What follows belongs to an exercise in optimizing a design on an open flow for small area and few clock cycles per item; a production flow would make more cautious choices.
In this exercise RTL edits were held to simulation tests only and were not proved equivalent to the original.

==> flow/design.v (outline; a module is shown in full before it is edited, if it fits) <==
// module drum_seg: 21 lines
// module mm_prod: 801 lines
// module mm_fa: 4 lines
// module mm_ha: 4 lines
// module mant_mult_foil_pipe: 60 lines
// module mm_add: 30 lines
module mant_mult_foil_pipe
#(
  parameter int EW = 8,
  parameter int MW = 23,
  parameter int K  = 9
) (
  input  logic               clk,
  input  logic               rst,
  input  logic               in_valid,
  output logic               in_ready,
  input  logic [EW+MW-1:0]   a_operand,
  input  logic [EW+MW-1:0]   b_operand,
  input  logic               approx_en,
  output logic               out_valid,
  input  logic               out_ready,
  output logic               normalised,
  output logic [MW-1:0]      product_mantissa,
  output logic               round_carry
);
  // ...
==> flow/run.sh <==
#!/bin/bash
# synth_recipe.tcl (not shown) runs the flow's synth.tcl, then flattens the netlist and writes it again
# the make line also repeats each setting of config.mk as NAME=value (left out here)
make -C /OpenROAD-flow-scripts/flow DESIGN_CONFIG=/design/flow/config.mk WORK_HOME=/design/flow/orfs CLKGATE_MAP_FILE= SYNTH_SCRIPT=/design/flow/synth_recipe.tcl finish
==> flow/config.mk <==
export PLATFORM = sky130hd
export DESIGN_NAME = mant_mult_foil_pipe
export DESIGN_NICKNAME = mant_mult_foil_pipe
export VERILOG_FILES = /design/flow/design.v
export SDC_FILE = /design/flow/constraint.sdc
export NUM_CORES = 4
export LEC_CHECK = 0
export CAP_MARGIN = 20
export CORE_MARGIN = 2
export CORE_UTILIZATION = 40
export SLEW_MARGIN = 20
export SYNTH_HIERARCHICAL = 1
export SYNTH_MINIMUM_KEEP_SIZE = 0
==> flow/constraint.sdc <==
create_clock -name core_clock -period 12.0 [get_ports {clk}]
set_input_delay 2.4000 -clock core_clock [delete_from_list [all_inputs] [get_ports {clk}]]
set_output_delay 2.4000 -clock core_clock [all_outputs]
set_load 0.01 [all_outputs]
==> impl_metrics.csv, run 1 <==
group,metric,value,unit
worst_setup_path,crit_end,"r_up",
place,place_ws,531,ps
synthesis,syn_inst,1800,
clock_tree,cts_hold_buf,0,
cells_and_area,multi_input_area_share,0.817,
clock_tree,root_buffer,"clkbuf_16",
cells_and_area,n_fill_cell,4301,
cells_and_area,syn_to_final_growth,3.69,%
worst_hold_path,worstHoldPathType,"reg -> reg",
timing,tightest_slew,1060,ps
cells_and_area,layout_commonest_cell,"fa_1",
worst_hold_path,hp-start,"out_valid",
synthesis,yosysMostFrequentCell,"fa_1",
cells_and_area,largest_reg_flops,24,
cells_and_area,final_cell_count_no_fill,2316,
timing,setup_tns,0,ps
run,max_cap_viol_count,0,
synthesis,synth-compound-area-share,0.185,
grt,gr-usage-all-layers,0.238,
cells_and_area,layout.nonclk_buf_frac,0.0796,
clock_tree,post_cts_buffers,0,
grt,use_met2,0.370,
worst_setup_path,cp-startpoint,"b_operand[21]",
cells_and_area,final_nets,2176,
synthesis,synth-simple-area-share,0.0840,
detailed_routing,highest_layer,"met4",
worst_setup_path,end_kind,"register",
synthesis,synth_area_leader_cell,"fa_1",
outcome,status,"complete, no violations",
detailed_routing,antenna_left,0,
worst_setup_path,cpMaxStageDelayCell,"or4_4",
cells_and_area,clk_share,0.00436,
worst_setup_path,reg2reg_slack,10900,ps
grt,grt_pass1_vias,14077,
detailed_routing,vias_per_cell,5.96,
clock_tree,clockBufferDepth,2,
worst_setup_path,reg2reg_from,"out_valid",
Testbench counts, summed over its fixed seeds: cycles 16,008, items 16,000.
==> module mant_mult_foil_pipe, before the edit <==
module mant_mult_foil_pipe
#(
  parameter int EW = 8,
  parameter int MW = 23,
  parameter int K  = 9
) (
  input  logic               clk,
  input  logic               rst,
  input  logic               in_valid,
  output logic               in_ready,
  input  logic [EW+MW-1:0]   a_operand,
  input  logic [EW+MW-1:0]   b_operand,
  input  logic               approx_en,
  output logic               out_valid,
  input  logic               out_ready,
  output logic               normalised,
  output logic [MW-1:0]      product_mantissa,
  output logic               round_carry
);
  localparam int PW = 2 * MW + 2;
  logic [MW-1:0] ma, mb, da, db;
  logic          ha, hb;
  assign ma = a_operand[MW-1:0];
  assign mb = b_operand[MW-1:0];
  assign ha = |a_operand[EW+MW-1:MW];
  assign hb = |b_operand[EW+MW-1:MW];
  drum_seg #(.MW(MW), .K(K)) u_seg_a (.approx(approx_en), .m(ma), .d(da));
  drum_seg #(.MW(MW), .K(K)) u_seg_b (.approx(approx_en), .m(mb), .d(db));
  logic [PW-1:0] p, p_n, sum_n, car_n;
  logic          norm, lsb, guard, sticky;
  mm_prod u_prod (.da(da), .db(db), .ma(ma), .mb(mb), .ha(ha), .hb(hb), .sum_n(sum_n), .car_n(car_n));
  mm_add #(.W(PW)) u_add (.a(sum_n), .b(car_n), .cin(1'b1), .s(p_n));
  always_comb begin
    p      = ~p_n;
    norm   = p[PW-1];
    lsb    = norm ? p[MW+1] : p[MW];
    guard  = norm ? p[MW]   : p[MW-1];
    sticky = norm ? |p[MW-1:0] : |p[MW-2:0];
  end
  logic          r_norm, r_up;
  logic [MW:0]   r_top;
  logic advance;
  assign advance  = !out_valid | out_ready;
  assign in_ready = advance;
  always_ff @(posedge clk or posedge rst) begin
    if (rst) out_valid <= 1'b0;
    else if (advance) out_valid <= in_valid;
  end
  always_ff @(posedge clk) begin
    if (advance) begin
      r_norm <= norm;
      r_top  <= p[PW-2:MW];
      r_up   <= mant_mult_pkg::rne_up(lsb, guard, sticky);
    end
  end
  logic [MW-1:0] mant;
  assign mant = r_norm ? r_top[MW:1] : r_top[MW-1:0];
  assign normalised = r_norm;
  assign {round_carry, product_mantissa} = {1'b0, mant} + (MW+1)'(r_up);
endmodule
==> run 2, diff against run 1 <==
--- a/flow/design.v
+++ b/flow/design.v
@@ -1,39 +1,32 @@
 package mant_mult_pkg;
+  function automatic logic [22:0] drum(input logic approx, input logic [22:0] m);
+    logic [23:0] above;   
+    above[23] = 1'b0;
+    for (int i = 22; i >= 0; i--) above[i] = above[i+1] | m[i];
+    for (int i = 0; i < 23; i++) begin
+      if (i + 9 > 23)       drum[i] = m[i];
+      else if (i + 9 == 23) drum[i] = m[i] | (approx & m[i+8]);
+      else if (i == 0)      drum[i] = m[i] & ~(approx & above[i+9]);
+      else                  drum[i] = (m[i] & ~(approx & above[i+9])) | (approx & m[i+8] & ~above[i+9]);
+    end
+  endfunction
   function automatic logic rne_up(input logic lsb, input logic guard, input logic sticky);
     rne_up = guard & (sticky | lsb);
   endfunction
 endpackage
-module drum_seg
-#(
-  parameter int MW = 23,
-  parameter int K  = 9
-) (
-  input  logic          approx,
-  input  logic [MW-1:0] m,
-  output logic [MW-1:0] d
-);
-  logic [MW:0] above;
-  always_comb begin
-    above[MW] = 1'b0;
-    for (int i = MW - 1; i >= 0; i--) above[i] = above[i+1] | m[i];
-    for (int i = 0; i < MW; i++) begin
-      if (i + K > MW) d[i] = m[i];
-      else if (i + K == MW) d[i] = m[i] | (approx & m[i+K-1]);
-      else if (i == 0) d[i] = m[i] & ~(approx & above[i+K]);
-      else d[i] = (m[i] & ~(approx & above[i+K])) | (approx & m[i+K-1] & ~above[i+K]);
-    end
-  end
-endmodule
 module mm_prod (
-  input  logic [22:0] da, db, ma, mb,
-  input  logic        ha, hb,
+  input  logic [22:0] ma, mb,
+  input  logic        ha, hb, approx,
   output logic [47:0] sum_n, car_n
 );
+  logic [22:0] da, db;
+  assign da = mant_mult_pkg::drum(approx, ma);
+  assign db = mant_mult_pkg::drum(approx, mb);
   logic bp_0_0, bp_0_1, bp_0_2, bp_0_3, bp_0_4, bp_0_5, bp_0_6, bp_0_7, bp_0_8, bp_0_9, bp_0_10, bp_0_11, bp_0_12, bp_0_13, bp_0_14, bp_0_15;
   logic bp_0_16, bp_0_17, bp_0_18, bp_0_19, bp_0_20, bp_0_21, bp_0_22, bp_0_23, bp_1_0, bp_1_1, bp_1_2, bp_1_3, bp_1_4, bp_1_5, bp_1_6, bp_1_7;
   logic bp_1_8, bp_1_9, bp_1_10, bp_1_11, bp_1_12, bp_1_13, bp_1_14, bp_1_15, bp_1_16, bp_1_17, bp_1_18, bp_1_19, bp_1_20, bp_1_21, bp_1_22, bp_1_23;
   logic bp_2_0, bp_2_1, bp_2_2, bp_2_3, bp_2_4, bp_2_5, bp_2_6, bp_2_7, bp_2_8, bp_2_9, bp_2_10, bp_2_11, bp_2_12, bp_2_13, bp_2_14, bp_2_15;
   logic bp_2_16, bp_2_17, bp_2_18, bp_2_19, bp_2_20, bp_2_21, bp_2_22, bp_2_23, bp_3_0, bp_3_1, bp_3_2, bp_3_3, bp_3_4, bp_3_5, bp_3_6, bp_3_7;
   logic bp_3_8, bp_3_9, bp_3_10, bp_3_11, bp_3_12, bp_3_13, bp_3_14, bp_3_15, bp_3_16, bp_3_17, bp_3_18, bp_3_19, bp_3_20, bp_3_21, bp_3_22, bp_3_23;
   logic bp_4_0, bp_4_1, bp_4_2, bp_4_3, bp_4_4, bp_4_5, bp_4_6, bp_4_7, bp_4_8, bp_4_9, bp_4_10, bp_4_11, bp_4_12, bp_4_13, bp_4_14, bp_4_15;
   logic bp_4_16, bp_4_17, bp_4_18, bp_4_19, bp_4_20, bp_4_21, bp_4_22, bp_4_23, bp_5_0, bp_5_1, bp_5_2, bp_5_3, bp_5_4, bp_5_5, bp_5_6, bp_5_7;
@@ -848,55 +841,51 @@
   input  logic               approx_en,
   output logic               out_valid,
   input  logic               out_ready,
   output logic               normalised,
   output logic [MW-1:0]      product_mantissa,
   output logic               round_carry
 );
   localparam int PW = 2 * MW + 2;
-  logic [MW-1:0] ma, mb, da, db;
+  logic [MW-1:0] ma, mb;
   logic          ha, hb;
   assign ma = a_operand[MW-1:0];
   assign mb = b_operand[MW-1:0];
   assign ha = |a_operand[EW+MW-1:MW];
   assign hb = |b_operand[EW+MW-1:MW];
-  drum_seg #(.MW(MW), .K(K)) u_seg_a (.approx(approx_en), .m(ma), .d(da));
-  drum_seg #(.MW(MW), .K(K)) u_seg_b (.approx(approx_en), .m(mb), .d(db));
   logic [PW-1:0] p, p_n, sum_n, car_n;
   logic          norm, lsb, guard, sticky;
-  mm_prod u_prod (.da(da), .db(db), .ma(ma), .mb(mb), .ha(ha), .hb(hb), .sum_n(sum_n), .car_n(car_n));
+  mm_prod u_prod (.approx(approx_en), .ma(ma), .mb(mb), .ha(ha), .hb(hb), .sum_n(sum_n), .car_n(car_n));
   mm_add #(.W(PW)) u_add (.a(sum_n), .b(car_n), .cin(1'b1), .s(p_n));
   always_comb begin
     p      = ~p_n;
     norm   = p[PW-1];
     lsb    = norm ? p[MW+1] : p[MW];
     guard  = norm ? p[MW]   : p[MW-1];
     sticky = norm ? |p[MW-1:0] : |p[MW-2:0];
   end
   logic          r_norm, r_up;
-  logic [MW:0]   r_top;
+  logic [MW-1:0] r_mant;
   logic advance;
   assign advance  = !out_valid | out_ready;
   assign in_ready = advance;
   always_ff @(posedge clk or posedge rst) begin
     if (rst) out_valid <= 1'b0;
     else if (advance) out_valid <= in_valid;
   end
   always_ff @(posedge clk) begin
     if (advance) begin
       r_norm <= norm;
-      r_top  <= p[PW-2:MW];
+      r_mant <= norm ? p[PW-2:MW+1] : p[PW-3:MW];
       r_up   <= mant_mult_pkg::rne_up(lsb, guard, sticky);
     end
   end
-  logic [MW-1:0] mant;
-  assign mant = r_norm ? r_top[MW:1] : r_top[MW-1:0];
   assign normalised = r_norm;
-  assign {round_carry, product_mantissa} = {1'b0, mant} + (MW+1)'(r_up);
+  assign {round_carry, product_mantissa} = {1'b0, r_mant} + (MW+1)'(r_up);
 endmodule
 module mm_add #(
   parameter int W = 48
 ) (
   input  logic [W-1:0] a, b,
   input  logic         cin,
   output logic [W-1:0] s
 );
==> flow/flow/run.sh (new file) <==
#!/bin/bash
# Standard layout, with the port buffers inserted as the smallest buffer
# (the resizer still upsizes or buffers them where timing or slew needs it).
export BUFFER_PORTS_ARGS="-buffer_cell sky130_fd_sc_hd__buf_1"
bash standard.sh > standard.log 2>&1
==> flow/standard.sh (new file) <==
#!/bin/bash
# synth_recipe.tcl (not shown) runs the flow's synth.tcl, then flattens the netlist and writes it again
# the make line also repeats each setting of config.mk as NAME=value (left out here)
make -C /OpenROAD-flow-scripts/flow DESIGN_CONFIG=/design/flow/config.mk WORK_HOME=/design/flow/orfs CLKGATE_MAP_FILE= SYNTH_SCRIPT=/design/flow/synth_recipe.tcl "${@:-finish}"
removed: flow/run.sh
==> run 2 against run 1 <==
  * First-iteration DRC count fell by 4.8%
  * Global-route usage rose by 1.5 points
  * Hold slack improved by 6.4 ps
  * Cell area fell by 5.8%
  * Fmax fell by 2.3%
  * Clock skew fell by 0.69 ps
==> impl_metrics.csv, run 2 <==
group,metric,value,unit
grt,met3_usage,0.0613,
detailed_routing,drc,0,
timing,rsz0062_at_grt,"false",
worst_setup_path,crit_path_start_kind,"primary input",
detailed_routing,antenna_left,0,
clock_tree,clockBufferDepth,2,
synthesis,yosys_warnings,9,
worst_setup_path,critPathKind,"in -> reg",
floorplan,rows,75,
worst_setup_path,end_kind,"register",
detailed_routing,drtIter0Drc,1143,
run,max_cap_viol_count,0,
floorplan,die_area,43900,um2
clock_tree,cts_sinks,26,
synthesis,synth-edff-count,25,
worst_setup_path,critPathMaxStageDelay,550,ps
cells_and_area,layout_common_cells,"fa_1, a22oi_1, xnor2_1",
timing,finalMaxSlewViolations,0,
place,gp_congestion,0.966,
outcome,status,"complete, no violations",
detailed_routing,route.vias.total,13398,
worst_setup_path,cp.arrival,11550,ps
synthesis,synth_area_per_cell,9.83,um2
timing,hold_viol,0,
grt,antenna_found_initial,2,
grt,grt-busiest-layer,"met2",
worst_setup_path,required,12010,ps
clock_tree,cts_hold_buf,0,
detailed_routing,post_drt_wl_per_cell,24.9,um
place,placed_cell_area,17200,um2
timing,fmax,0.0867,GHz
worst_setup_path,cp_max_fo,26,
timing,worst_slack,460,ps
place,place_ws,247,ps
grt,grtUsageMet1,0.340,
floorplan,coreArea,41800,um2
synthesis,syn_inst,1718,
cells_and_area,final_nets,2142,
worst_hold_path,worstHoldPathType,"reg -> reg",
clock_tree,cts_resized,0,
grt,grt_pass1_vias,13848,
clock_tree,cts_max_level,1,
grt,grt_overflow,0,
synthesis,yosysMostFrequentCell,"fa_1",
clock_tree,clkTransAtPathRegs,70,ps
synthesis,yosysTopAreaCellShare,0.382,
worst_setup_path,crit_top_cell,"fa_1",
timing,setup_tns,0,ps
cells_and_area,largest_reg_flops,23,
grt,grt_max_degree,33,
grt,grt_pass1_wl,83.9,mm
floorplan,die_w,209,um
clock_tree,root_buffer,"clkbuf_16",
place,hpwl,45.9,mm
cells_and_area,register_area,776,um2
synthesis,async_flop_share,0.0385,
clock_tree,post_cts_buffers,0,
timing,max_slew_margin,0.242,
clock_tree,cts_tree,"yes",
grt,gr-usage-all-layers,0.253,
cells_and_area,layout_commonest_cell,"fa_1",
grt,use_met2,0.399,
clock_tree,cts_buffers,3,
synthesis,synth_area_leader_cell,"fa_1",
cells_and_area,layout-drive-gt1-share,0.0693,
place,io_buffers,93,
timing,skew,5.12,ps
floorplan,start_util,0.404,
worst_hold_path,min_delay_path_depth,3,
detailed_routing,first_pass_iters,7,
cells_and_area,n_fill_cell,4075,
synthesis,ys_ff_latch,26,
worst_setup_path,rr_worst_depth,2,
timing,tightest_slew,1130,ps
timing,fin_crit,11540,ps
timing,timing.final.crit_share,0.962,
cells_and_area,final_area,17300,um2
synthesis,synth_common_cells,"fa_1, a22oi_1, xnor2_1",
synthesis,synth_area,16900,um2
timing,setup_violations,0,
floorplan,ios,94,
clock_tree,insertion_delay,260,ps
cells_and_area,syn_to_final_growth,2.39,%
synthesis,synth.distinct_cells,80,
synthesis,synth_flop_cell,"edfxtp_1",
worst_setup_path,cpMaxStageDelayCell,"fa_1",
worst_setup_path,reg2reg_slack,10880,ps
detailed_routing,routed_wl,55.6,mm
synthesis,synth_seq_area_share,0.0459,
synthesis,ys_top_cells_by_area,"fa_1, xnor2_1, a22oi_1",
cells_and_area,top_register,"r_mant",
cells_and_area,multi_input_area,14600,um2
floorplan,chipHeight,209,um
cells_and_area,diodes,0,
detailed_routing,vias_per_cell,6.02,
[run 2: cell types whose count changed after synthesis, moves of 15 or more]
| cell | delta |
|---|---|
| a211oi_1 | -15 |
| buf_2 | -57 |
| clkbuf_1 | +34 |
| nor2b_1 | -31 |
| nor2_1 | +25 |
| buf_4 | -16 |
[run 2: metrics by stage]
stage | cells | hold WS [ps] | util
6_report | 2227 | 776 | 0.414
5_1_grt | 2227 | 853 | 0.414
4_1_cts | 2227 | 786 | 0.414
3_5_place_dp | 2223 | 770 | 0.412
3_3_place_gp | 2223 | 746 | 0.412
2_1_floorplan | 1746 | 1160 | -
[run 2: Yosys stat by module, one instance, submodules excluded, a selection]
module / times used / cell area [um2]
mm_fa: 297 / 20.0
mm_prod: 1 / 7290
mm_ha: 6 / 12.5
mant_mult_foil_pipe: 1 / 1590
[run 2: per-layer routing]
metal / part of all wire / vias up
li1: - / 5851
met1: 0.42 / 6774
met2: 0.44 / 663
met3: 0.096 / 106
met4: 0.041 / 4
met5: 0.00049 / -
[run 2: cells by family (layout without fill, tap and decap cells)]
logic type / count (synthesis) / after routing / synth area share
buffers and inverters: 286 / 228 / 0.0966
XOR/XNOR: 281 / 281 / 0.146
AND/OR/NAND/NOR: 266 / 266 / 0.0800
other: 2 / 30 / 0.000445
AO/OA/AOI/OAI: 446 / 446 / 0.187
multiplexers: 25 / 25 / 0.0148
adder cells (fa/ha/maj): 386 / 386 / 0.429
flip-flops: 26 / 26 / 0.0459
[run 2: final cells by class]
| cell class | count | area share |
|---|---|---|
| multi-input combinational | 1434 | 0.846 |
| timing repair buffer | 168 | 0.0528 |
| sequential | 26 | 0.0449 |
| tap | 539 | 0.0390 |
| inverter | 56 | 0.0122 |
| clock buffer | 4 | 0.00514 |
[run 2: path summary, 6_finish.rpt]
kind | start | to
max | b_operand[22] | r_up
max reg2reg | out_valid | r_mant[3]
min reg2reg | out_valid | out_valid
min in group asynchronous | rst | out_valid
max in group asynchronous | rst | out_valid
min | out_valid | out_valid
[run 2: critical path: cells and delay by family]
kind / cells / cell delay, ps
AOI/OAI and AO/OA: 12 / 2410
xor gates and xnor gates: 2 / 410
adders and majority gates: 10 / 3980
buffers and inverters: 4 / 690
and+or+nand+nor: 4 / 1660
Testbench counts of run 2, summed over its fixed seeds: cycles 16,008, items 16,000.
==> module mm_add, before the edit <==
module mm_add #(
  parameter int W = 48
) (
  input  logic [W-1:0] a, b,
  input  logic         cin,
  output logic [W-1:0] s
);
  logic [W-1:0] g, p, gc, pc;
  always_comb begin
    g  = a & b;
    p  = a ^ b;
    gc = g;
    pc = p;
    gc[0] = g[0] | (p[0] & cin);
    for (int d = 1; d < W; d = d * 2) begin
      for (int i = 2 * d - 1; i < W; i = i + 2 * d) begin
        gc[i] = gc[i] | (pc[i] & gc[i-d]);
        pc[i] = pc[i] & pc[i-d];
      end
    end
    for (int d = (1 << ($clog2(W) - 1)) / 2; d >= 1; d = d / 2) begin
      for (int i = 3 * d - 1; i < W; i = i + 2 * d) begin
        gc[i] = gc[i] | (pc[i] & gc[i-d]);
        pc[i] = pc[i] & pc[i-d];
      end
    end
    s[0] = p[0] ^ cin;
    for (int i = 1; i < W; i++) s[i] = p[i] ^ gc[i-1];
  end
endmodule
==> run 3, diff against run 2 <==
--- a/flow/design.v
+++ b/flow/design.v
@@ -880,7 +880,12 @@
     end
   end
   assign normalised = r_norm;
-  assign {round_carry, product_mantissa} = {1'b0, r_mant} + (MW+1)'(r_up);
+  logic [MW:0] inc_c;
+  assign inc_c[0] = r_up;
+  for (genvar i = 0; i < MW; i++) begin : g_inc
+    mm_ha u_inc (.a(r_mant[i]), .b(inc_c[i]), .s(product_mantissa[i]), .co(inc_c[i+1]));
+  end
+  assign round_carry = inc_c[MW];
 endmodule
 module mm_add #(
   parameter int W = 48
@@ -890,9 +895,10 @@
   output logic [W-1:0] s
 );
   logic [W-1:0] g, p, gc, pc;
+  for (genvar i = 0; i < W; i++) begin : g_gp
+    mm_ha u_gp (.a(a[i]), .b(b[i]), .s(p[i]), .co(g[i]));
+  end
   always_comb begin
-    g  = a & b;
-    p  = a ^ b;
     gc = g;
     pc = p;
     gc[0] = g[0] | (p[0] & cin);
==> run 3 against run 2 <==
  * Critical path depth increased by 1
  * Flip-flop and latch count unchanged
  * Hold slack improved by 0.99 ps
  * Utilization increased by 0.30 points
  * Clock skew decreased by 2.8 ps
  * Register-to-register slack about the same
  * Cell area decreased by 1.3%
  * Clock-buffer cell count decreased by 1
  * Cell count decreased by 1.3%
  * First-iteration DRC count increased by 21%
  * Non-clock buffer count increased by 8
  * Highest routed layer is now met4
  * Synthesized cell count decreased by 1.8%
==> impl_metrics.csv, run 3 <==
group,metric,value,unit
cells_and_area,syn_to_final_growth,2.69,%
cells_and_area,final_nets,2145,
synthesis,yosysTopAreaCellShare,0.358,
place,io_buffers,93,
synthesis,synth-compound-area-share,0.190,
synthesis,synth-simple-area-share,0.0742,
synthesis,synth_area_per_cell,9.85,um2
clock_tree,cts_hold_buf,0,
floorplan,start_util,0.406,
clock_tree,insertion_delay,270,ps
worst_setup_path,rr_worst_depth,2,
outcome,status,"complete, no violations",
clock_tree,cts_max_level,1,
worst_setup_path,crit_end,"r_up",
detailed_routing,route.vias.total,13407,
timing,worst_hold_slack,777,ps
grt,antenna_found_initial,1,
cells_and_area,largest_reg_flops,23,
floorplan,coreArea,40900,um2
synthesis,synth_flop_cell,"edfxtp_1",
worst_setup_path,reg2reg_slack,10870,ps
floorplan,die_w,208,um
detailed_routing,post_drt_wl_per_cell,25.6,um
timing,timing.final.crit_share,0.952,
worst_setup_path,crit_path_start_kind,"primary input",
synthesis,synth_seq_area_share,0.0467,
grt,grt_overflow,0,
synthesis,ys_ff_latch,26,
worst_setup_path,cp.arrival,11460,ps
timing,setup_tns,0,ps
place,hpwl,46.2,mm
synthesis,synth-xor-area-share,0.136,
worst_setup_path,reg2reg_from,"out_valid",
detailed_routing,first_pass_iters,7,
worst_hold_path,worstHoldPathType,"reg -> reg",
detailed_routing,drc,0,
timing,fmax,0.0875,GHz
cells_and_area,top_register,"r_mant",
timing,fin_crit,11420,ps
worst_setup_path,cp_max_fo,26,
synthesis,synth.distinct_cells,76,
place,place_ws,417,ps
timing,tightest_slew,1110,ps
grt,grt_pass1_vias,13671,
clock_tree,root_buffer,"clkbuf_16",
floorplan,die_area,43200,um2
timing,max_slew_margin,0.262,
synthesis,yosys_warnings,9,
worst_setup_path,critPathKind,"in -> reg",
clock_tree,cts_buffers,3,
timing,skew,2.32,ps
worst_setup_path,critPathMaxStageDelay,540,ps
synthesis,ys_top_cells_by_area,"fa_1, xnor2_1, a22oi_1",
timing,rsz0062_at_grt,"false",
grt,grt_pass1_wl,84.4,mm
synthesis,synth_top_family_by_area,"adder cells",
synthesis,syn_inst,1687,
clock_tree,clkTransAtPathRegs,70,ps
place,gp_congestion,0.990,
timing,hold_viol,0,
synthesis,synth-adder-area-share,0.444,
clock_tree,post_cts_buffers,0,
detailed_routing,drtIter0Drc,1386,
worst_setup_path,end_kind,"register",
clock_tree,cts_sinks,26,
synthesis,synth_area,16600,um2
cells_and_area,final_cell_count_no_fill,2199,
cells_and_area,layout_commonest_cell,"fa_1",
worst_setup_path,cpMaxStageDelayCell,"fa_1",
synthesis,synthMuxAreaShare,0.0151,
grt,grt_max_degree,33,
synthesis,synth-edff-count,25,
clock_tree,cts_tree,"yes",
floorplan,rows,74,
worst_hold_path,min_delay_path_depth,3,
grt,gr-usage-all-layers,0.256,
place,dp_cells,2194,
timing,setup_violations,0,
cells_and_area,layout_common_cells,"fa_1, a22oi_1, xnor2_1",
worst_setup_path,cp-startpoint,"b_operand[21]",
detailed_routing,antenna_left,0,
floorplan,ios,94,
clock_tree,cts_resized,0,
detailed_routing,vias_per_cell,6.10,
synthesis,async_flop_share,0.0385,
worst_setup_path,rr_endpoint,"r_mant[20]",
place,placed_cell_area,17000,um2
synthesis,synth_common_cells,"fa_1, a22oi_1, xnor2_1",
worst_setup_path,crit_top_cell,"fa_1",
synthesis,synth_area_leader_cell,"fa_1",
timing,finalMaxSlewViolations,0,
clock_tree,clockBufferDepth,2,
synthesis,yosysMostFrequentCell,"fa_1",
timing,worst_slack,577,ps
worst_setup_path,required,12040,ps
run,max_cap_viol_count,0,
cells_and_area,layout-drive-gt1-share,0.0762,
worst_hold_path,hp-start,"out_valid",
floorplan,chipHeight,208,um
detailed_routing,routed_wl,56.2,mm
cells_and_area,n_fill_cell,4113,
cells_and_area,final_area,17100,um2
==> run 3: cell types whose count changed after synthesis, sizes merged, moves of 10 or more <==
cell   delta
nand3    -10
ha       +50
fa       -25
xor2     -27
inv      -23
nor2     +22
==> run 3: metal layers <==
| layer | wire length, um | GRT usage | vias to the layer above |
|---|---|---|---|
| met5 | 0 | 0 | - |
| met4 | 2720 | 0.103 | 0 |
| met3 | 6040 | 0.0710 | 128 |
| met2 | 24600 | 0.388 | 743 |
| met1 | 22900 | 0.346 | 6735 |
| li1 | - | - | 5801 |
==> run 3: final cells by class <==
class / count / area [um2] / share of cell area
Antenna cell: 1 / 2.50 / 0.000147
Clock buffer: 3 / 75.1 / 0.00440
Clock inverter: 1 / 3.75 / 0.000220
Inverter: 33 / 124 / 0.00726
Multi-Input combinational cell: 1427 / 14400 / 0.846
Sequential cell: 26 / 776 / 0.0455
Tap cell: 532 / 666 / 0.0390
Timing Repair Buffer: 176 / 973 / 0.0570
==> run 3: worst min path at each step <==
| stage | to | slack [ps] |
|---|---|---|
| global route | out_valid | 840 |
| global placement | out_valid | 760 |
| finish | out_valid | 780 |
| CTS | out_valid | 790 |
| floorplan | out_valid | 1160 |
| detailed placement | out_valid | 780 |
==> run 3: critical path: cells and delay by family <==
family	cells	cell delay, ps
simple gates	5	1870
xor+xnor	2	370
buf+inv	4	760
compound gates	12	2340
fa+ha+maj	10	3670
==> run 3: through the flow <==
step	utilization
2_1_floorplan	-
3_3_place_gp	0.415
3_5_place_dp	0.415
4_1_cts	0.417
5_1_grt	0.417
6_report	0.417
==> run 3: per-module statistics from Yosys, one instance, submodules excluded, excerpt <==
| module | flops+latches | area (um2) | copies in the design | cells |
|---|---|---|---|---|
| mm_prod | 0 | 7290 | 1 | 1054 |
| mant_mult_foil_pipe | 26 | 1170 | 1 | 74 |
| mm_fa | 0 | 20.0 | 297 | 1 |
| mm_ha | 0 | 12.5 | 77 | 1 |
==> run 3: kinds of logic (layout without fill, tap and decap cells) <==
logic type,Yosys count,in the layout
flip-flops,26,26
other,2,31
buffers and inverters,262,213
adder cells (fa/ha/maj),411,411
multiplexers,25,25
AND/OR/NAND/NOR,254,254
XOR/XNOR,259,259
AO/OA/AOI/OAI,448,448
Testbench counts of run 3, summed over its fixed seeds: cycles 16,008, items 16,000.

-- re-timing with driven ports --
In the flow no input, the clock included, has a driving cell. The finished layouts below were timed again as built, in two steps.
Step 1 (the two cells are an assumption about what drives the block):
set clk [get_ports {clk}]
set_driving_cell -lib_cell sky130_fd_sc_hd__clkbuf_16 $clk
set_driving_cell -lib_cell sky130_fd_sc_hd__buf_2 [delete_from_list [all_inputs] $clk]
Step 2 moves the port delays by t, midway between the first and last clock arrival at a register: inputs arrive t later, outputs are due t later. That takes back most of the time a late clock gives input paths.
Three values: no drivers, after step 1, after step 2; two values: the first two.
run | t, ns | slack for setup (ns) | worst setup path at the end | worst register clock-pin slew, ns | cell pins on the clock port's net
run 1 | 0.290 | 0.724 / 0.730 / 0.440 | input to register | 0.07 / 0.07 | 1
run 2 | 0.288 | 0.460 / 0.467 / 0.179 | input to register | 0.07 / 0.07 | 1
run 3 | 0.312 | 0.577 / 0.598 / 0.286 | input to register | 0.07 / 0.07 | 1
After both steps setup and hold are still met in every run listed. For run 3, which loses most, drivers alone change the setup slack by +0.021 ns; drivers and shift together by -0.291 ns.
